This is an optimization exercise on Yosys and OpenROAD, whose aim is small area, a short achievable clock period and few clock cycles per item, not a production implementation. No run shown here included a check of the RTL's function; only the layout flow was run.

--- design.v ---
module fft2d_top (
  input  logic                          clk,
  input  logic                          arst_n,
  input  logic                          in_valid,
  output logic                          in_ready,
  input  logic signed [16-1:0]  in_re,
  input  logic signed [16-1:0]  in_im,
  output logic                          out_valid,
  input  logic                          out_ready,
  output logic signed [20-1:0] out_re,
  output logic signed [20-1:0] out_im,
  output logic                          out_last
);
  localparam int IW = 16;    
  localparam int AW = IW + 1;         
  localparam int RW = 18;   
  localparam int ZW = RW + 1;         
  localparam int OW = 20;   
  localparam int EW = 2 * RW;         
  logic                 xv;         
  logic [1:0]           xc;         
  logic signed [IW-1:0] xre, xim;   
  logic                 xgo;        
  logic                 rv;         
  logic                 ins;        
  logic                 in_fire;
  logic signed [IW-1:0] x0r, x0i;   
  logic signed [AW-1:0] pr, pim;    
  logic signed [AW-1:0] qr, qim;    
  logic signed [AW-1:0] cr, cim;    
  logic signed [AW-1:0] dr, dim;    
  logic signed [IW-1:0] ur, ui;     
  logic signed [AW-1:0] sr, si;     
  logic signed [AW-1:0] tr, ti;     
  assign xgo      = xv && !(xc == 2'd1 && rv);
  assign in_ready = !(xv && xc == 2'd1 && rv);
  assign in_fire  = in_valid && in_ready;
  always_ff @(posedge clk)
  begin
    if (in_fire)
    begin
      xre <= in_re;
      xim <= in_im;
    end
  end
  always_ff @(posedge clk or negedge arst_n)
  begin
    if (!arst_n)
    begin
      xv <= 1'b0;
      xc <= '0;
      rv <= 1'b0;
    end
    else
    begin
      if (in_fire)
        xv <= 1'b1;
      else if (xgo)
        xv <= 1'b0;
      if (xgo)
        xc <= xc + 2'd1;
      if (xgo && xc == 2'd3)
        rv <= 1'b1;
      else if (ins)
        rv <= 1'b0;
    end
  end
  assign ur = xc[0] ? qr[IW-1:0]  : x0r;
  assign ui = xc[0] ? qim[IW-1:0] : x0i;
  assign sr = {ur[IW-1], ur} + {xre[IW-1], xre};
  assign si = {ui[IW-1], ui} + {xim[IW-1], xim};
  assign tr = {ur[IW-1], ur} - {xre[IW-1], xre};
  assign ti = {ui[IW-1], ui} - {xim[IW-1], xim};
  always_ff @(posedge clk)
  begin
    if (xgo)
    begin
      case (xc)
        2'd0:
        begin
          x0r <= xre;
          x0i <= xim;
        end
        2'd1:
        begin
          qr  <= {xre[IW-1], xre};
          qim <= {xim[IW-1], xim};
        end
        2'd2:
        begin
          pr  <= sr;
          pim <= si;
          cr  <= tr;
          cim <= ti;
        end
        default:
        begin
          qr  <= sr;
          qim <= si;
          dr  <= tr;
          dim <= ti;
        end
      endcase
    end
  end
  logic [EW-1:0] w [4];
  logic signed [RW-1:0] w0r, w0i, w1r, w1i, w2r, w2i, w3r, w3i;
  assign w0r = RW'(pr)  + RW'(qr);
  assign w0i = RW'(pim) + RW'(qim);
  assign w2r = RW'(pr)  - RW'(qr);
  assign w2i = RW'(pim) - RW'(qim);
  assign w1r = RW'(cr)  + RW'(dim);
  assign w1i = RW'(cim) - RW'(dr);
  assign w3r = RW'(cr)  - RW'(dim);
  assign w3i = RW'(cim) + RW'(dr);
  assign w[0] = {w0i, w0r};
  assign w[1] = {w1i, w1r};
  assign w[2] = {w2i, w2r};
  assign w[3] = {w3i, w3r};
  logic [15:0][EW-1:0] m;      
  logic [3:0]          v;      
  logic [3:0]          e;      
  logic                mode;   
  logic [1:0]          wrow;   
  logic                ld;     
  logic                cons;   
  logic [1:0]          bin;    
  logic [1:0]          rcol;   
  logic                rdf;    
  assign e[0] = cons || !v[0];
  assign e[1] = cons || !(v[0] && v[1]);
  assign e[2] = cons || !(v[0] && v[1] && v[2]);
  assign e[3] = cons || !(v[0] && v[1] && v[2] && v[3]);
  assign ins  = rv && e[3];
  for (genvar gi = 0; gi < 4; gi++)
  begin : g_row
    for (genvar gj = 0; gj < 4; gj++)
    begin : g_col
      logic          en;
      logic [EW-1:0] src0;   
      logic [EW-1:0] src1;   
      if (gj == 3)
        assign src0 = w[gi];
      else
        assign src0 = m[gi*4 + gj + 1];
      if (gi == 3)
        assign src1 = w[gj];
      else
        assign src1 = m[(gi+1)*4 + gj];
      assign en = mode ? e[gi] : e[gj];
      always_ff @(posedge clk)
      begin
        if (en)
          m[gi*4 + gj] <= mode ? src1 : src0;
      end
    end
  end
  always_ff @(posedge clk or negedge arst_n)
  begin
    if (!arst_n)
    begin
      v    <= '0;
      mode <= 1'b0;
      wrow <= '0;
      rdf  <= 1'b0;
    end
    else
    begin
      for (int j = 0; j < 3; j++)
        if (e[j])
          v[j] <= v[j+1];
      if (e[3])
        v[3] <= rv;
      if (ins)
      begin
        wrow <= wrow + 2'd1;
        if (wrow == 2'd3)
          mode <= ~mode;   
      end
      if (ins && wrow == 2'd3)
        rdf <= 1'b1;
      else if (cons && rcol == 2'd3)
        rdf <= 1'b0;
    end
  end
  logic [EW-1:0]        h [4];    
  logic signed [RW-1:0] hr [4];
  logic signed [RW-1:0] hi [4];
  logic                 ld1;      
  logic                 s1v;      
  logic [1:0]           s1b;      
  logic                 s1l;      
  logic signed [ZW-1:0] xr, xi, zr, zi;
  logic signed [ZW-1:0] fr, fi;   
  logic signed [OW-1:0] yr, yi;
  for (genvar gr = 0; gr < 4; gr++)
  begin : g_head
    assign h[gr]  = mode ? m[gr] : m[gr*4];
    assign hr[gr] = h[gr][RW-1:0];
    assign hi[gr] = h[gr][EW-1:RW];
  end
  assign ld   = s1v && (!out_valid || out_ready);
  assign ld1  = rdf && (!s1v || ld);
  assign cons = ld1 && (bin == 2'd3);
  always_ff @(posedge clk)
  begin
    if (ld1)
    begin
      xr  <= bin[0] ? ZW'(hr[0]) - ZW'(hr[2]) : ZW'(hr[0]) + ZW'(hr[2]);
      xi  <= bin[0] ? ZW'(hi[0]) - ZW'(hi[2]) : ZW'(hi[0]) + ZW'(hi[2]);
      zr  <= bin[0] ? ZW'(hr[1]) - ZW'(hr[3]) : ZW'(hr[1]) + ZW'(hr[3]);
      zi  <= bin[0] ? ZW'(hi[1]) - ZW'(hi[3]) : ZW'(hi[1]) + ZW'(hi[3]);
      s1b <= bin;
      s1l <= (bin == 2'd3) && (rcol == 2'd3);
    end
  end
  assign fr = s1b[0] ? zi : zr;
  assign fi = s1b[0] ? zr : zi;
  assign yr = s1b[1]            ? OW'(xr) - OW'(fr) : OW'(xr) + OW'(fr);
  assign yi = (s1b[1] ^ s1b[0]) ? OW'(xi) - OW'(fi) : OW'(xi) + OW'(fi);
  always_ff @(posedge clk or negedge arst_n)
  begin
    if (!arst_n)
    begin
      s1v       <= 1'b0;
      out_valid <= 1'b0;
      bin       <= '0;
      rcol      <= '0;
    end
    else
    begin
      if (ld1)
        s1v <= 1'b1;
      else if (ld)
        s1v <= 1'b0;
      if (ld)
        out_valid <= 1'b1;
      else if (out_ready)
        out_valid <= 1'b0;
      if (ld1)
        bin <= bin + 2'd1;
      if (cons)
        rcol <= rcol + 2'd1;
    end
  end
  always_ff @(posedge clk)
  begin
    if (ld)
    begin
      out_re   <= yr;
      out_im   <= yi;
      out_last <= s1l;
    end
  end
endmodule
--- run.sh ---
#!/bin/bash
# synth_recipe.tcl (not shown) runs the flow's synth.tcl, then flattens the netlist and writes it again
# the make line also repeats each setting of config.mk as NAME=value (left out here)
make -C /OpenROAD-flow-scripts/flow DESIGN_CONFIG=/design/flow/config.mk WORK_HOME=/design/flow/orfs CLKGATE_MAP_FILE= SYNTH_SCRIPT=/design/flow/synth_recipe.tcl finish
--- config.mk ---
export PLATFORM = sky130hd
export DESIGN_NAME = fft2d_top
export DESIGN_NICKNAME = fft2d_top
export VERILOG_FILES = /design/flow/design.v
export SDC_FILE = /design/flow/constraint.sdc
export NUM_CORES = 4
export LEC_CHECK = 0
export CAP_MARGIN = 20
export CORE_MARGIN = 2
export CORE_UTILIZATION = 40
export PLACE_DENSITY = 0.6
export SLEW_MARGIN = 20
--- constraint.sdc ---
create_clock -name core_clock -period 6.0 [get_ports {clk}]
set_input_delay 1.2000 -clock core_clock [delete_from_list [all_inputs] [get_ports {clk}]]
set_output_delay 1.2000 -clock core_clock [all_outputs]
set_load 0.01 [all_outputs]
==> results.json, run 1 <==
{
  "status": "no timing/DRC/antenna violations",
  "r2r-end": "xi[17]$_DFFE_PP_",
  "fin_ws_ns": 1.18,
  "cts.clk_slew.worst_paths_ns": 0.06,
  "synth.distinct_cells": 79,
  "ys_seq_elements": 912,
  "rows": 134,
  "critPathCaptureType": "flop",
  "drc_errors": 0,
  "max-slew-margin-rel_pct": 37.9,
  "path_class": "flop to flop",
  "clock_skew_ns": 0.0420,
  "start_util_pct": 40.4,
  "r2r_cells": 16,
  "cts_sinks": 912,
  "arrival_ns": 5.25,
  "initialDrtViolationCount": 2692,
  "avgRoutedWirePerCell_um": 19.1,
  "slew_violations": 0,
  "syn_to_final_growth_pct": 11.2,
  "vias": 34600,
  "nets": 5089,
  "die_w_um": 372,
  "period_needed_ns": 4.82,
  "ys_warn_count": 5,
  "synth.avg_cell_area_um2": 11.6,
  "synth_area_leaders": "edfxtp_1 (50%), mux2_2 (9.9%), ha_1 (7.5%)",
  "hold-path-endpoint": "out_valid$_DFFE_PN0P_",
  "io-pin-count": 79,
  "grt_setup_unrepaired": "false",
  "syn-num-nets": 5065,
  "yosys.area.top_type": "edfxtp_1",
  "place_ws_ns": 1.19,
  "hold_class": "flop to flop",
  "fmax_mhz": 207,
  "clock_latency_ns": 0.72,
  "synth_ff_type": "edfxtp_1",
  "synth_top_cell_area_share_pct": 49.6,
  "synth_edf_count": 894,
  "grt_overflow": 0,
  "fillers": 12200,
  "synth_common_cells": "edfxtp_1 (894), mux2_2 (478), nor2_1 (388)",
  "cts_buffers": 101,
  "multi_input_area_um2": 25200,
  "drt.antenna.violating_nets": 0,
  "cts_root_buf": "clkbuf_16",
  "max-cap-violations": 0,
  "dieHeight_um": 372,
  "worstPathRequired_ns": 6.43,
  "cts_tree": "built",
  "gp_congestion": 0.878,
  "cts_max_level": 3,
  "vias_per_cell": 5.27,
  "placed_cells": 6375,
  "place_hpwl_mm": 94.0,
  "cts_setup_buffers": 0,
  "final_cells": 6564,
  "cts_resized": 0,
  "cp-start-kind": "flop",
  "grt_max_degree": 172,
  "netlist_area_um2": 54100,
  "finalCritPeriodShare_pct": 80.4,
  "r2r_setup_slack_ns": 1.18,
  "r2r-start": "mode$_DFFE_PN0P_",
  "yosysSeqAreaShare_pct": 50.4,
  "grtUsageTotal_pct": 18.0,
  "firstDrtPassIters": 5,
  "wl_mm": 125,
  "antenna_found_initial": 0,
  "antenna_cells": 0,
  "hold_path.startpoint": "s1v$_DFFE_PN0P_",
  "synth_cells": 4686,
  "holdBufCountCts": 0,
  "crit_path_max_fanout": 61,
  "async_reset_ff_share_pct": 1.97,
  "cts_buffer_depth": 3,
  "whs_path_depth": 1,
  "grt_first_pass_wirelength_mm": 195,
  "finalHoldViolCount": 0,
  "core-area_um2": 134000,
  "worstMarginPinSlew_ns": 0.932,
  "drive_gt1_share_pct": 15.0,
  "io_buffers": 78,
  "seq_area_um2": 27300,
  "setup_viol": 0,
  "synth_most_common_cell": "edfxtp_1",
  "fin_setup_tns_ns": 0,
  "first_global_vias": 33500,
  "fp.dieArea_um2": 138000
}
through the flow:
| step | hold WS, ns | utilization [%] | area [µm²] |
|---|---|---|---|
| 2_1_floorplan | 0.400 | - | 54100 |
| 3_3_place_gp | 0.460 | 42.4 | 56900 |
| 3_5_place_dp | 0.473 | 42.4 | 56900 |
| 4_1_cts | 0.482 | 45.0 | 60200 |
| 5_1_grt | 0.497 | 45.0 | 60200 |
| 6_report | 0.478 | 45.0 | 60200 |
sequential cells by signal, summed over array words and instances, names as in the netlist, 17 cells and up:
name	count
xr	19
zr	19
qim	17
xi	19
dr	17
dim	17
cim	17
out_im	20
qr	17
cr	17
zi	19
out_re	20
m	576
critical path, stage by stage (launching register included):
cell and delay [ns]:
dfrtp_4 1.00, buf_4 0.40, mux2i_1 0.31, ha_1 0.25, o221ai_1 0.22, nor3_1 0.38, nor2_1 0.09, xor2_1 0.18
ha_1 0.35, a21o_1 0.22, a21o_1 0.18, a21o_1 0.19, a21oi_1 0.14, a21oi_1 0.11, a41o_1 0.28, a21oi_1 0.17
xnor2_1 0.07
layer usage:
layer  GRT usage, %  part of all wire (%)  up-vias
met5              0                     0        -
met4           5.35                   3.0        0
met3           2.34                   3.9      183
met2           27.5                    43      756
met1           26.6                    50    16400
li1               -                     -    17300
cell families after synthesis:
kind of cell,Yosys count,synth area share (%)
AOI/OAI and AO/OA,1007,11.6
buffers and inverters,469,3.40
and+or+nand+nor,1045,9.26
DFF,912,50.4
muxes,550,11.3
xor gates and xnor gates,360,5.82
adders and majority gates,343,8.18
how the worst max path moves through the flow:
stage                           startpoint                to  slack [ns]  cells past startpoint
final                     mode$_DFFE_PN0P_  xi[17]$_DFFE_PP_        1.18                     16
after global routing      mode$_DFFE_PN0P_  xi[17]$_DFFE_PP_        0.82                     16
after CTS                 mode$_DFFE_PN0P_  xi[17]$_DFFE_PP_        1.15                     16
after detailed placement  mode$_DFFE_PN0P_  xi[17]$_DFFE_PP_        1.19                     16
after global placement    mode$_DFFE_PN0P_  xi[17]$_DFFE_PP_        1.30                     16
after floorplan                  out_ready  m[252]$_DFFE_PP_        0.80                      8
final cells by class:
cell class	instances	share of cell area (%)
flip-flops and latches	912	45.3
multi-input cells	3305	41.8
clock buffers	125	4.38
well taps	1768	3.67
repair buffers	124	1.95
inverters	266	1.67
clock inverters	64	1.22
cell usage in the layout, fill, tap and decap left out, types with 52 or more instances in the layout:
cell type,instances
a21o_1,65
a21oi_1,349
clkbuf_16,102
clkdlybuf4s50_1,78
edfxtp_1,894
ha_1,324
inv_1,263
mux2_2,478
mux2i_1,72
nand2_1,184
nand2b_1,93
nor2_1,388
nor2b_1,52
nor3_1,105
o21ai_0,226
o21bai_1,54
xnor2_1,227
xor2_1,133
==> inputs of run 2 (changes only) <==
--- a/config.mk
+++ b/config.mk
@@ -9,4 +9,5 @@
 export CORE_MARGIN = 2
 export CORE_UTILIZATION = 40
 export PLACE_DENSITY = 0.6
+export SETUP_SLACK_MARGIN = 3.0
 export SLEW_MARGIN = 20
==> results.json, run 2 <==
{
  "dieHeight_um": 372,
  "worstPathRequired_ns": 6.43,
  "cts_buffer_depth": 3,
  "worstMarginPinSlew_ns": 1.00,
  "critPathCaptureType": "flop",
  "synth.avg_cell_area_um2": 11.6,
  "gp_congestion": 0.884,
  "vias_per_cell": 5.35,
  "cts_tree": "built",
  "max-cap-violations": 0,
  "finalCritPeriodShare_pct": 63.4,
  "synthXorXnorAreaFrac_pct": 5.82,
  "clock_skew_ns": 0.0273,
  "fp.dieArea_um2": 138000,
  "finalHoldViolCount": 0,
  "whs_path_depth": 0,
  "status": "no timing/DRC/antenna violations",
  "arrival_ns": 4.23,
  "cts_sinks": 912,
  "placed_cells": 6375,
  "core-area_um2": 134000,
  "final_common_cell": "edfxtp_1",
  "critPathMaxStageDelay_ns": 0.50,
  "clock_latency_ns": 0.70,
  "firstDrtPassIters": 7,
  "first_global_vias": 35400,
  "synth_edf_count": 894,
  "synthAdderAreaFrac_pct": 8.18,
  "synth_common_cells": "edfxtp_1 (894), mux2_2 (478), nor2_1 (388)",
  "regMostFlops": "m",
  "cp_slowest_cell": "edfxtp_1",
  "avgRoutedWirePerCell_um": 20.1,
  "synth-simple-area-share_pct": 9.26,
  "cp_top_family": "compound AO/OA/AOI/OAI gates",
  "slew_violations": 0,
  "syn-num-nets": 5065,
  "largest_reg_flops": 576,
  "synth_top_cell_area_share_pct": 49.6,
  "synth.distinct_cells": 79,
  "wl_mm": 138,
  "syn_to_final_growth_pct": 25.2,
  "io_buffers": 78,
  "fin_setup_tns_ns": 0,
  "drive_gt1_share_pct": 31.9,
  "synth_cells": 4686,
  "io-pin-count": 79,
  "grt_first_pass_wirelength_mm": 205,
  "setup_viol": 0,
  "place_hpwl_mm": 93.4,
  "drt.antenna.violating_nets": 0,
  "reg_top3": "m x576, out_im x20, out_re x20",
  "synth_compound_area_share_pct": 11.6,
  "netlist_area_um2": 54100,
  "grt_max_degree": 213,
  "synth_ff_type": "edfxtp_1",
  "synth_most_common_cell": "edfxtp_1",
  "rows": 134,
  "yosys.area.top_type": "edfxtp_1",
  "hold_ws_ns": 0.468,
  "vias": 36800,
  "fmax_mhz": 263,
  "ys_warn_count": 5,
  "cts.clk_slew.worst_paths_ns": 0.06,
  "grt_overflow": 0,
  "cts_max_level": 3,
  "antenna_found_initial": 0,
  "path_class": "flop to flop",
  "synthMuxAreaShare_pct": 11.3,
  "period_needed_ns": 3.81,
  "die_w_um": 372,
  "drc_errors": 0,
  "start_util_pct": 40.4,
  "cp-start-kind": "flop",
  "final_util_pct": 50.6,
  "ys_seq_elements": 912,
  "synth_top_family_by_area": "compound AO/OA/AOI/OAI gates",
  "holdBufCountCts": 0,
  "critPathBufInv": 1,
  "nets": 5412,
  "final_cell_mix": "edfxtp_1 (894), mux2_2 (465), nor2_1 (352), buf_4 (261), a21oi_1 (255)",
  "synth_area_leaders": "edfxtp_1 (50%), mux2_2 (9.9%), ha_1 (7.5%)",
  "async_reset_ff_share_pct": 1.97,
  "max-slew-margin-rel_pct": 32.9,
  "cts_buffers": 99,
  "initialDrtViolationCount": 2612,
  "crit_path_max_fanout": 5,
  "cts_root_buf": "clkbuf_16",
  "yosysSeqAreaShare_pct": 50.4,
  "r2r_cells": 19,
  "grt_setup_unrepaired": "true",
  "grtUsageTotal_pct": 18.9,
  "crit_chain": "buf_6 -> mux2i_4 -> ha_4 -> o21ai_4 -> or2_4 -> nor2_4 -> o22ai_4 -> nand2b_4 -> xor2_2 -> mux2i_2 -> ha_4 -> o21ai_2 -> nand2b_4 -> o41a_1 -> o41ai_4 -> o21ai_2 -> a31o_2 -> a21oi_2 -> xnor2_1",
  "final_cells": 6885,
  "cp.depth": 19,
  "hold_class": "flop to flop"
}
run 2: cell counts after synthesis:
No cell type changed its count.
run 2: kinds of logic (layout without fill, tap and decap cells):
kind of cell,count (synthesis),count (layout)
AO/OA/AOI/OAI,1007,1007
XOR/XNOR,360,360
adder cells (fa/ha/maj),343,343
buffers and inverters,469,899
flip-flops,912,912
multiplexers,550,550
other,0,1
AND/OR/NAND/NOR,1045,1045
run 2: area by class of cell:
class | count | area [µm²]
Sequential cell | 912 | 27300
Fill cell | 11400 | 66200
Inverter | 266 | 1060
Timing Repair inverter | 1 | 5.00
Multi-Input combinational cell | 3305 | 29300
Clock buffer | 113 | 2570
Antenna cell | 1 | 2.50
Tap cell | 1768 | 2210
Clock inverter | 71 | 851
Timing Repair Buffer | 448 | 4440
run 2: layer usage:
layer / vias up / wire length [µm] / track usage [%]
li1: 17900 / - / -
met1: 17800 / 65000 / 27.2
met2: 856 / 63400 / 29.9
met3: 229 / 5480 / 2.40
met4: 0 / 4330 / 5.58
met5: - / 0 / 0
run 2: through the flow:
step           cell area [µm²]  setup slack (ns)
6_report                 67800              2.19
5_1_grt                  67800              2.00
4_1_cts                  64600              2.14
3_5_place_dp             57500              1.37
3_3_place_gp             57500              1.51
2_1_floorplan            55100              2.04
run 2: what timing repair did:
action	4_1_cts	5_1_grt
buffers inserted	177	135
pin swaps	189	240
setup endpoints to repair	729	404
cloned	6	7
gates resized for setup	413	397
run 2: worst paths after layout:
check,start,endpoint,slack [ns]
max in group asynchronous,arst_n,bin[0]$_DFFE_PN0P_,4.72
min in group asynchronous,arst_n,xv$_DFFE_PN0P_,0.90
max,s1b[0]$_DFFE_PP_,out_im[19]$_DFFE_PP_,2.19
min reg2reg,s1l$_DFFE_PP_,out_last$_DFFE_PP_,0.47
max reg2reg,s1b[0]$_DFFE_PP_,out_im[19]$_DFFE_PP_,2.19
min,s1l$_DFFE_PP_,out_last$_DFFE_PP_,0.47

[static timing again, ports no longer ideal]
In the flow no input, the clock included, has a driving cell. The finished layouts below were timed again as built, in two steps.
Step 1 (the two cells are an assumption about what drives the block):
set clk [get_ports {clk}]
set_driving_cell -lib_cell sky130_fd_sc_hd__clkbuf_16 $clk
set_driving_cell -lib_cell sky130_fd_sc_hd__buf_2 [delete_from_list [all_inputs] $clk]
Step 2 moves the port delays by t, midway between the first and last clock arrival at a register: inputs arrive t later, outputs are due t later. That takes back most of the time a late clock gives input paths.
Three values: no drivers, after step 1, after step 2; two values: the first two.
run	t, ns	setup WS [ns]	worst setup path at the end	worst register clock-pin slew, ns
run 1	0.775	1.176 / 1.176 / 1.176	register to register	0.07 / 0.07
run 2	0.764	2.194 / 2.194 / 2.194	register to register	0.06 / 0.06
After both steps setup and hold are still met in every run listed.
